What follows belongs to an exercise in optimizing a design on an open flow for small area, a short achievable clock period and few clock cycles per item; a production flow would make more cautious choices.
In this exercise RTL edits were held to simulation tests only and were not proved equivalent to the original.
Power figures rest on the tool's default switching activity, not on a simulated workload. The clock port is modelled as an ideal driver; clocking choices that lean on that would not hold on a real chip.

== job 1290 ==
Design sta_chan_est, start of the top module:
module sta_chan_est #(
   parameter int unsigned N_SC        = 52,
   parameter int unsigned DW          = 32,
   parameter int unsigned ALPHA_SHIFT = 1
) (
   input  logic            ap_clk,
   input  logic            ap_rst,
   input  logic [2*DW-1:0] in_stream_TDATA,
   input  logic            in_stream_TVALID,
   output logic            in_stream_TREADY,
   input  logic            in_stream_TLAST,
   input  logic [1:0]      mode,
   input  logic            init,
   output logic [2*DW-1:0] estStream_TDATA,
   output logic            estStream_TVALID,
   input  logic            estStream_TREADY,
   output logic            estStream_TLAST,
   output logic [31:0]     sym_count,
   output logic            len_err
);
Size: about 170 I/O pins.
Settings: LEC_CHECK=0, CAP_MARGIN=20, CORE_MARGIN=2, CORE_UTILIZATION=60, CTS_CLUSTER_DIAMETER=80, CTS_CLUSTER_SIZE=30, PLACE_DENSITY=0.8, SLEW_MARGIN=20; clock period 11.0 ns.
standard.sh (not shown) runs the stock make flow with config.mk's settings and CLKGATE_MAP_FILE= SYNTH_SCRIPT=/design/flow/synth_recipe.tcl, a recipe that flattens the netlist after the stock synthesis.
==> flow/flow/run.sh <==
#!/bin/bash
set -euo pipefail
export SETUP_SLACK_MARGIN=7.4
export CTS_ARGS="-sink_clustering_enable -repair_clock_nets -sink_clustering_size 30 -sink_clustering_max_diameter 80 -dont_use_dummy_load"
bash standard.sh > standard_flow.log 2>&1
Job 1290: full flow OK, the timing, DRC and antenna checks passed
Testbench counts of job 1290, summed over its fixed seeds: cycles 16,664, items 16,640.
### job 1290 -> job 363
# job 1290
export LEC_CHECK = 0
export CAP_MARGIN = 20
export CORE_MARGIN = 2
export CORE_UTILIZATION = 60
export CTS_CLUSTER_DIAMETER = 80
export CTS_CLUSTER_SIZE = 30
export PLACE_DENSITY = 0.8
export SLEW_MARGIN = 20
create_clock -name core_clock -period 11.0 [get_ports {ap_clk}]
# job 363
export LEC_CHECK = 0
export CAP_MARGIN = 20
export CORE_MARGIN = 2
export CORE_UTILIZATION = 30
export CTS_CLUSTER_DIAMETER = 80
export CTS_CLUSTER_SIZE = 30
export PLACE_DENSITY = 0.5
export SLEW_MARGIN = 20
create_clock -name core_clock -period 11.0 [get_ports {ap_clk}]
==> flow/flow/run.sh <==
#!/bin/bash
set -euo pipefail
export SETUP_SLACK_MARGIN=7.8
bash standard.sh > standard_flow.log 2>&1
Results
Job 363 finished all stages; the layout is clean. Max worst hold slack across all endpoints across job 1290 and job 363: job 363. Job 363 against job 1290; row count is up by more than a quarter. Job 363: multi-input combinational cell area is about 7% higher than what job 1290 reported. Taking job 1290 as the reference, in job 363 proportion of synthesized area in mux cells comparable, data arrival at the endpoint of the critical path now larger. Job 363 ended up with more standard cells than job 1290.
Input changes introduced in job 6880 (baseline for comparison: job 363):
# job 363
export LEC_CHECK = 0
export CAP_MARGIN = 20
export CORE_MARGIN = 2
export CORE_UTILIZATION = 30
export CTS_CLUSTER_DIAMETER = 80
export CTS_CLUSTER_SIZE = 30
export PLACE_DENSITY = 0.5
export SLEW_MARGIN = 20
create_clock -name core_clock -period 11.0 [get_ports {ap_clk}]
# job 6880
export LEC_CHECK = 0
export CAP_MARGIN = 20
export CORE_MARGIN = 2
export CORE_UTILIZATION = 45
export CTS_CLUSTER_DIAMETER = 50
export CTS_CLUSTER_SIZE = 40
export PLACE_DENSITY = 0.65
export SLEW_MARGIN = 20
create_clock -name core_clock -period 11.0 [get_ports {ap_clk}]
==> flow/flow/run.sh <==
#!/bin/bash
set -euo pipefail
export SETUP_SLACK_MARGIN=7.4
export CTS_ARGS="-sink_clustering_enable -repair_clock_nets -sink_clustering_size 40 -sink_clustering_max_diameter 50 -dont_use_dummy_load"
bash standard.sh > standard_flow.log 2>&1
### Flow results
Job 363 -> job 6880: die area decreased by more than a quarter
Taking job 363 as the reference, in job 6880 wire length fell about 10%, number of standard cells in the layout, taps in and fillers out fell 1439, power density relative to cell area rose 0.83%, final hold slack fell 0.063 ns.
Of job 363 and job 6880, the run reporting the higher placement row count was job 363.
As of job 6880, via count of the first global-routing pass had fallen by a few percent compared to job 363.
The destination of the critical timing path comes out estStream_TDATA[32] in one run and estStream_TDATA[59] in the other, namely in job 6880 and job 363 respectively.
Placed instance area is higher on job 363
Job 363 reports its critical path startpoint as r_o[59] while job 6880 reports r_o[32].
Count of boundary I/O pins came out exactly the same in job 363 and job 6880.
Compared with job 363, ratio of routed vias to standard cells in job 6880 increased by more than 10%.

* * *

Starting RTL as in the previous note.
## sta_chan_est
module sta_chan_est #(
   parameter int unsigned N_SC        = 52,
   parameter int unsigned DW          = 32,
   parameter int unsigned ALPHA_SHIFT = 1
) (
   input  logic            ap_clk,
   input  logic            ap_rst,
   input  logic [2*DW-1:0] in_stream_TDATA,
   input  logic            in_stream_TVALID,
   output logic            in_stream_TREADY,
   input  logic            in_stream_TLAST,
   input  logic [1:0]      mode,
   input  logic            init,
   output logic [2*DW-1:0] estStream_TDATA,
   output logic            estStream_TVALID,
   input  logic            estStream_TREADY,
   output logic            estStream_TLAST,
   output logic [31:0]     sym_count,
   output logic            len_err
);
   localparam int unsigned KW = $clog2(N_SC + 1);    
   localparam int unsigned W  = 2 * DW;
   localparam int unsigned TW = DW + 3;              
   function automatic logic [31:0] f_inc32(input logic [31:0] v);
      logic [31:0] pp;
      int          j;
      pp = v;
      for (int l = 0; l < 5; l++) begin
         for (int i = 0; i < 32; i++) begin
            if (((i >> l) & 1) == 1) begin
               j     = ((i >> l) << l) - 1;
               pp[i] = pp[i] & pp[j];
            end
         end
      end
      f_inc32 = v ^ {pp[30:0], 1'b1};
   endfunction
   function automatic logic [KW-1:0] f_inc(input logic [KW-1:0] v);
      f_inc = (v == KW'(N_SC - 1)) ? '0 : v + 1'b1;
   endfunction
   logic [N_SC*W-1:0] r_ring;           
   logic [KW-1:0]     r_rot;            
   logic              r_fresh;          
   logic              r_in_rdy;
   logic              r_c_v, r_c_last;
   logic [KW-1:0]     r_k;
   logic              r_klt;            
   logic              r_mode0, r_byp;   
   logic [W-1:0]      r_p, r_c;
   logic              r_hv;
   logic              r_flush, r_sel;
   logic              r_e1, r_e1_last, r_e1_err, r_e1_sel, r_e1_wr;
   logic [2*TW-1:0]   r_cs_s, r_cs_c;
   logic              r_o_v, r_o_last;
   logic [W-1:0]      r_o;
   logic              r_q1_v, r_q1_last, r_q1_err, r_q2_v, r_q2_last, r_q2_err;
   logic [W-1:0]      r_q1, r_q2;
  ...
clock: 11.0 ns
lec_check: 0
cap_margin: 20
core_margin: 2
core_utilization: 45
cts_cluster_diameter: 80
cts_cluster_size: 30
place_density: 0.65
slew_margin: 20
==> flow/flow/run.sh <==
#!/bin/bash
set -euo pipefail
export SETUP_SLACK_MARGIN=7.4
export CTS_ARGS="-sink_clustering_enable -repair_clock_nets -sink_clustering_size 30 -sink_clustering_max_diameter 80 -dont_use_dummy_load"
bash standard.sh > standard_flow.log 2>&1
Testbench counts at the start, summed over its fixed seeds: cycles 16,664, items 16,640.
Then changed:
==> flow/flow/run.sh (replaced) <==
#!/bin/bash
set -euo pipefail
export SETUP_SLACK_MARGIN=7.4
bash standard.sh > standard_flow.log 2>&1
- CORE_UTILIZATION: 45 -> 30
- PLACE_DENSITY: 0.65 -> 0.5
Sequential power stays flat. Clock-buffer cell count went up by 39. Worst setup slack gets worse by 0.10 ns. Power went up by a few percent. Cell count went up by about a fifth. First-iteration DRC count went up by roughly a tenth. Final area went up by a few percent. Routed wire length went up by roughly a tenth.
Then changed:
==> flow/flow/run.sh (replaced) <==
#!/bin/bash
set -euo pipefail
export SETUP_SLACK_MARGIN=7.25
export CTS_ARGS="-sink_clustering_enable -repair_clock_nets -sink_clustering_size 30 -sink_clustering_max_diameter 80 -dont_use_dummy_load"
bash standard.sh > standard_flow.log 2>&1
- CORE_UTILIZATION: 30 -> 45
- PLACE_DENSITY: 0.5 -> 0.65
Result: Hold slack is worse by 0.019 ns. Clock power is lower by 14%. Total power drops by 4.7%. Setup slack got worse by 0.0078 ns. Die area is lower by 33%. Non-clock buffer count came out lower by 46.
Then changed:
--- a/flow/flow/run.sh
+++ b/flow/flow/run.sh
@@ -3 +3 @@
-export SETUP_SLACK_MARGIN=7.25
+export SETUP_SLACK_MARGIN=7.4
- CORE_UTILIZATION: 45 -> 30
- PLACE_DENSITY: 0.65 -> 0.5
Register-to-register slack improved by 0.14 ns.
Utilization drops by 16 points.
Hold slack got worse by 0.014 ns.
Final area climbs by 2.8%.
Worst setup slack improved by 0.052 ns.

* * *

## red
The RTL this note starts from:
==> flow/design.v <==
module sta_chan_est #(
   parameter int unsigned N_SC        = 52,
   parameter int unsigned DW          = 32,
   parameter int unsigned ALPHA_SHIFT = 1
) (
   input  logic            ap_clk,
   input  logic            ap_rst,
   input  logic [2*DW-1:0] in_stream_TDATA,
   input  logic            in_stream_TVALID,
   output logic            in_stream_TREADY,
   input  logic            in_stream_TLAST,
   input  logic [1:0]      mode,
   input  logic            init,
   output logic [2*DW-1:0] estStream_TDATA,
   output logic            estStream_TVALID,
   input  logic            estStream_TREADY,
   output logic            estStream_TLAST,
   output logic [31:0]     sym_count,
   output logic            len_err
);
   localparam int unsigned KW = $clog2(N_SC + 1);    
   localparam int unsigned W  = 2 * DW;
   localparam int unsigned TW = DW + 3;              
   function automatic logic [31:0] f_inc32(input logic [31:0] v);
      logic [31:0] pp;
      int          j;
      pp = v;
      for (int l = 0; l < 5; l++) begin
         for (int i = 0; i < 32; i++) begin
            if (((i >> l) & 1) == 1) begin
               j     = ((i >> l) << l) - 1;
               pp[i] = pp[i] & pp[j];
            end
         end
      end
      f_inc32 = v ^ {pp[30:0], 1'b1};
   endfunction
   function automatic logic [KW-1:0] f_inc(input logic [KW-1:0] v);
      f_inc = (v == KW'(N_SC - 1)) ? '0 : v + 1'b1;
   endfunction
   logic [N_SC*W-1:0] r_ring;           
   logic [KW-1:0]     r_rot;            
   logic              r_fresh;          
   logic              r_in_rdy;
   logic              r_x_v, r_x_last, r_x_mode0, r_x_byp;
   logic [W-1:0]      r_x;
   logic              r_c_v, r_c_last;
   logic [KW-1:0]     r_k;
   logic              r_klt1;           
   logic              r_mode0, r_byp;   
   logic [W-1:0]      r_p, r_c;
   logic              r_hv;
   logic              r_emit, r_consume, r_cfirst, r_wr, r_sel;
   logic              r_e1, r_e1_last, r_e1_err, r_e1_sel, r_e1_wr;
   logic [2*TW-1:0]   r_cs_s, r_cs_c;
   logic              r_o_v, r_o_last;
   logic [W-1:0]      r_o;
   logic              r_q1_v, r_q1_last, r_q1_err, r_q2_v, r_q2_last, r_q2_err;
   logic [W-1:0]      r_q1, r_q2;
   logic              r_len_err;
   logic [31:0]       r_sym;
   logic          w_first, w_acc, w_otake, w_pop, w_direct, w_push;
   assign w_first  = !r_c_v || r_c_last;
   assign w_acc    = in_stream_TVALID && r_in_rdy;
   assign w_otake  = !r_o_v || estStream_TREADY;
   assign w_pop    = w_otake && r_q1_v;
   assign w_direct = w_otake && !r_q1_v && r_e1;
   assign w_push   = r_e1 && !w_direct;
   logic          n_x_v, n_c_v, n_c_last, n_fresh, n_k_lt, n_aligned, n_hv, n_emit, n_consume;
   logic          n_mode0, n_q1_v, n_q2_v, n_space;
   logic [KW-1:0] n_k, n_rot;
   always_comb begin
      n_x_v     = w_acc || (r_x_v && !r_consume);
      n_c_v     = r_consume ? 1'b1 : (r_emit ? 1'b0 : r_c_v);
      n_c_last  = r_consume ? r_x_last : r_c_last;
      n_k       = r_consume ? (w_first ? '0 : ((r_k == KW'(N_SC)) ? r_k : r_k + 1'b1)) : r_k;
      n_k_lt    = (n_k != KW'(N_SC));
      n_mode0   = r_cfirst ? r_x_mode0 : r_mode0;
      n_rot     = (r_fresh && r_wr) ? f_inc(r_k) : f_inc(r_rot);
      n_fresh   = r_fresh && !r_wr;
      n_hv      = !init && (r_hv || (r_emit && r_c_last));
      n_aligned = !n_k_lt || n_fresh || (n_rot == n_k);
      n_q2_v    = (r_q2_v && !w_pop) || (r_q1_v && !w_pop && w_push) || (r_q2_v && w_push);
      n_q1_v    = n_q2_v || (r_q1_v && !w_pop) || w_push || (r_q2_v && w_pop);
      n_space   = !n_q2_v && !(n_q1_v && r_emit);
      n_emit    = n_c_v && n_aligned && n_space && (n_c_last || n_x_v);
      n_consume = n_x_v && (!n_c_v || n_emit);
   end
   logic [W-1:0]    w_y, w_n, w_h;
   logic [2*TW-1:0] n_cs_s, n_cs_c;
   assign w_n = r_c_last ? r_c : r_x;
   assign w_h = r_ring[W-1:0];
   always_comb begin
      logic [TW-1:0] a, b, n, h, s1, c1, s2, c2, t;
      for (int c = 0; c < 2; c++) begin
         a  = r_byp ? '0 : TW'($signed(r_p[c*DW +: DW]));
         b  = TW'($signed(r_c[c*DW +: DW])) << (r_byp ? 2 : 1);
         n  = r_byp ? '0 : TW'($signed(w_n[c*DW +: DW]));
         h  = r_sel ? (TW'($signed(w_h[c*DW +: DW])) << 2) : '0;
         s1 = a ^ b ^ h;
         c1 = ((a & b) | (a & h) | (b & h)) << 1;
         s2 = s1 ^ c1 ^ n;
         c2 = ((s1 & c1) | (s1 & n) | (c1 & n)) << 1;
         n_cs_s[c*TW +: TW] = s2;
         n_cs_c[c*TW +: TW] = c2;
         t = r_cs_s[c*TW +: TW] + r_cs_c[c*TW +: TW];
         w_y[c*DW +: DW] = r_e1_sel ? t[DW+2:3] : t[DW+1:2];
      end
   end
   always_ff @(posedge ap_clk) begin
      r_ring <= {r_ring[W-1:0], (r_e1_wr ? w_y : r_ring[N_SC*W-1 -: W]),
                 r_ring[(N_SC-1)*W-1:W]};
      r_cs_s <= n_cs_s;
      r_cs_c <= n_cs_c;
      if (w_acc) begin
         r_x       <= in_stream_TDATA;
         r_x_last  <= in_stream_TLAST;
         r_x_mode0 <= (mode == 2'd0) || (mode == 2'd3);
         r_x_byp   <= (mode == 2'd2);
      end
      if (r_consume) begin
         r_p <= r_cfirst ? r_x : r_c;
         r_c <= r_x;
      end
      if (w_pop) begin
         if (r_q2_v) begin
            r_q1      <= r_q2;
            r_q1_last <= r_q2_last;
            r_q1_err  <= r_q2_err;
         end else if (w_push) begin
            r_q1      <= w_y;
            r_q1_last <= r_e1_last;
            r_q1_err  <= r_e1_err;
         end
      end else if (w_push && !r_q1_v) begin
         r_q1      <= w_y;
         r_q1_last <= r_e1_last;
         r_q1_err  <= r_e1_err;
      end
      if (w_push && (w_pop ? r_q2_v : r_q1_v)) begin
         r_q2      <= w_y;
         r_q2_last <= r_e1_last;
         r_q2_err  <= r_e1_err;
      end
      if (ap_rst) begin
         r_rot     <= '0;
         r_fresh   <= 1'b1;
         r_in_rdy  <= 1'b1;
         r_x_v     <= 1'b0;
         r_c_v     <= 1'b0;
         r_c_last  <= 1'b0;
         r_k       <= '0;
         r_klt1    <= 1'b1;
         r_mode0   <= 1'b1;
         r_byp     <= 1'b0;
         r_hv      <= 1'b0;
         r_emit    <= 1'b0;
         r_consume <= 1'b0;
         r_cfirst  <= 1'b0;
         r_wr      <= 1'b0;
         r_sel     <= 1'b0;
         r_e1      <= 1'b0;
         r_e1_last <= 1'b0;
         r_e1_err  <= 1'b0;
         r_e1_sel  <= 1'b0;
         r_e1_wr   <= 1'b0;
         r_q1_v    <= 1'b0;
         r_q2_v    <= 1'b0;
         r_o       <= '0;
         r_o_v     <= 1'b0;
         r_o_last  <= 1'b0;
         r_len_err <= 1'b0;
         r_sym     <= '0;
      end else begin
         r_rot     <= n_rot;
         r_fresh   <= n_fresh;
         r_x_v     <= n_x_v;
         r_in_rdy  <= !n_x_v || !n_c_v || (n_aligned && n_space);
         r_c_v     <= n_c_v;
         r_c_last  <= n_c_last;
         r_k       <= n_k;
         r_klt1    <= (n_k < KW'(N_SC - 1));
         r_mode0   <= n_mode0;
         r_byp     <= r_cfirst ? r_x_byp : r_byp;
         r_hv      <= n_hv;
         r_emit    <= n_emit;
         r_consume <= n_consume;
         r_cfirst  <= n_consume && (!n_c_v || n_c_last);
         r_wr      <= n_emit && n_k_lt;
         r_sel     <= n_hv && n_k_lt && n_mode0;
         r_e1      <= r_emit;
         r_e1_last <= r_c_last;
         r_e1_err  <= r_c_last && (r_k != KW'(N_SC - 1));
         r_e1_sel  <= r_sel;
         r_e1_wr   <= r_wr;
         r_q1_v <= n_q1_v;
         r_q2_v <= n_q2_v;
         if (w_otake) begin
            if (r_q1_v) begin
               r_o      <= r_q1;
               r_o_v    <= 1'b1;
               r_o_last <= r_q1_last;
               if (r_q1_last) begin
                  r_sym <= f_inc32(r_sym);
                  if (r_q1_err) r_len_err <= 1'b1;
               end
            end else begin
               r_o      <= w_y;
               r_o_v    <= r_e1;
               r_o_last <= r_e1_last;
               if (r_e1 && r_e1_last) begin
                  r_sym <= f_inc32(r_sym);
                  if (r_e1_err) r_len_err <= 1'b1;
               end
            end
         end
      end
   end
   assign in_stream_TREADY = r_in_rdy;
   assign estStream_TDATA  = r_o;
   assign estStream_TVALID = r_o_v;
   assign estStream_TLAST  = r_o_last;
   assign sym_count        = r_sym;
   assign len_err          = r_len_err;
endmodule
Settings: LEC_CHECK=0, CAP_MARGIN=20, CORE_MARGIN=2, CORE_UTILIZATION=30, CTS_CLUSTER_DIAMETER=80, CTS_CLUSTER_SIZE=30, PLACE_DENSITY=0.5, SLEW_MARGIN=20; clock period 11.0 ns.
==> flow/flow/run.sh <==
#!/bin/bash
set -euo pipefail
export SETUP_SLACK_MARGIN=7.8
bash standard.sh > standard_flow.log 2>&1
Testbench counts of red, summed over its fixed seeds: cycles 16,672, items 16,640.
What blue does differently from red at the input level:
# red
export LEC_CHECK = 0
export CAP_MARGIN = 20
export CORE_MARGIN = 2
export CORE_UTILIZATION = 30
export CTS_CLUSTER_DIAMETER = 80
export CTS_CLUSTER_SIZE = 30
export PLACE_DENSITY = 0.5
export SLEW_MARGIN = 20
create_clock -name core_clock -period 11.0 [get_ports {ap_clk}]
# blue
export LEC_CHECK = 0
export CAP_MARGIN = 20
export CORE_MARGIN = 2
export CORE_UTILIZATION = 30
export CTS_CLUSTER_DIAMETER = 80
export CTS_CLUSTER_SIZE = 30
export PLACE_DENSITY = 0.5
export SETUP_SLACK_MARGIN = 5
export SLEW_MARGIN = 20
create_clock -name core_clock -period 11.0 [get_ports {ap_clk}]
==> flow/run.sh (new file) <==
#!/bin/bash
# synth_recipe.tcl (not shown) runs the flow's synth.tcl, then flattens the netlist and writes it again
# the make line also repeats each setting of config.mk as NAME=value (left out here)
make -C /OpenROAD-flow-scripts/flow DESIGN_CONFIG=/design/flow/config.mk WORK_HOME=/design/flow/orfs CLKGATE_MAP_FILE= SYNTH_SCRIPT=/design/flow/synth_recipe.tcl finish
removed: flow/flow/run.sh
removed: flow/standard.sh
## What came out
Per the comparison of blue with red, clock-buffer cell count went down by 11%; share of the cycle needed by the critical path after routing went up by 6.2 points; antenna diode count went down by 10; length of the first detailed-routing pass in iterations went down by 3.

[static timing again, ports no longer ideal]
No port has a modelled driver above. Below, the same layouts with a new extraction and two added sets of constraints.
Step 1, drivers: a clkbuf_16 drives ap_clk and a buf_2 each remaining input, both assumed.
Step 2 also shifts input and output timing later by t, the mid clock arrival at the registers, as if the neighbouring blocks saw the same clock.
a / b / c = ideal ports / drivers / drivers and shift; a / b = the first two.
run	t (ns)	setup WS [ns]	hold slack, ns	clock arrival spread, ns	worst register clock-pin slew, ns
job 1290	0.845	7.414 / 7.336 / 6.521	0.263 / 0.263 / 0.263	0.118 / 0.118	0.11 / 0.11
job 363	0.917	7.343 / 7.258 / 6.777	0.298 / 0.298 / 0.298	0.083 / 0.083	0.12 / 0.12
job 6880	0.897	7.437 / 7.352 / 6.553	0.236 / 0.236 / 0.236	0.122 / 0.121	0.12 / 0.12
the first run of note 2	0.856	7.431 / 7.349 / 6.695	0.254 / 0.254 / 0.254	0.118 / 0.118	0.11 / 0.11
the second run of note 2	0.938	7.329 / 7.233 / 6.478	0.292 / 0.292 / 0.292	0.075 / 0.076	0.11 / 0.11
the third run of note 2	0.872	7.322 / 7.239 / 6.534	0.273 / 0.273 / 0.273	0.102 / 0.102	0.11 / 0.11
the fourth run of note 2	0.907	7.374 / 7.278 / 6.502	0.259 / 0.259 / 0.259	0.136 / 0.136	0.11 / 0.11
red	0.930	7.317 / 7.227 / 6.780	0.234 / 0.234 / 0.234	0.133 / 0.134	0.11 / 0.11
blue	0.923	6.638 / 6.577 / 5.685	0.295 / 0.295 / 0.295	0.082 / 0.081	0.12 / 0.12
After both steps setup and hold are still met in every run listed. The setup slack of blue, which loses most, moves by -0.061 ns with the drivers and by -0.953 ns with both steps.
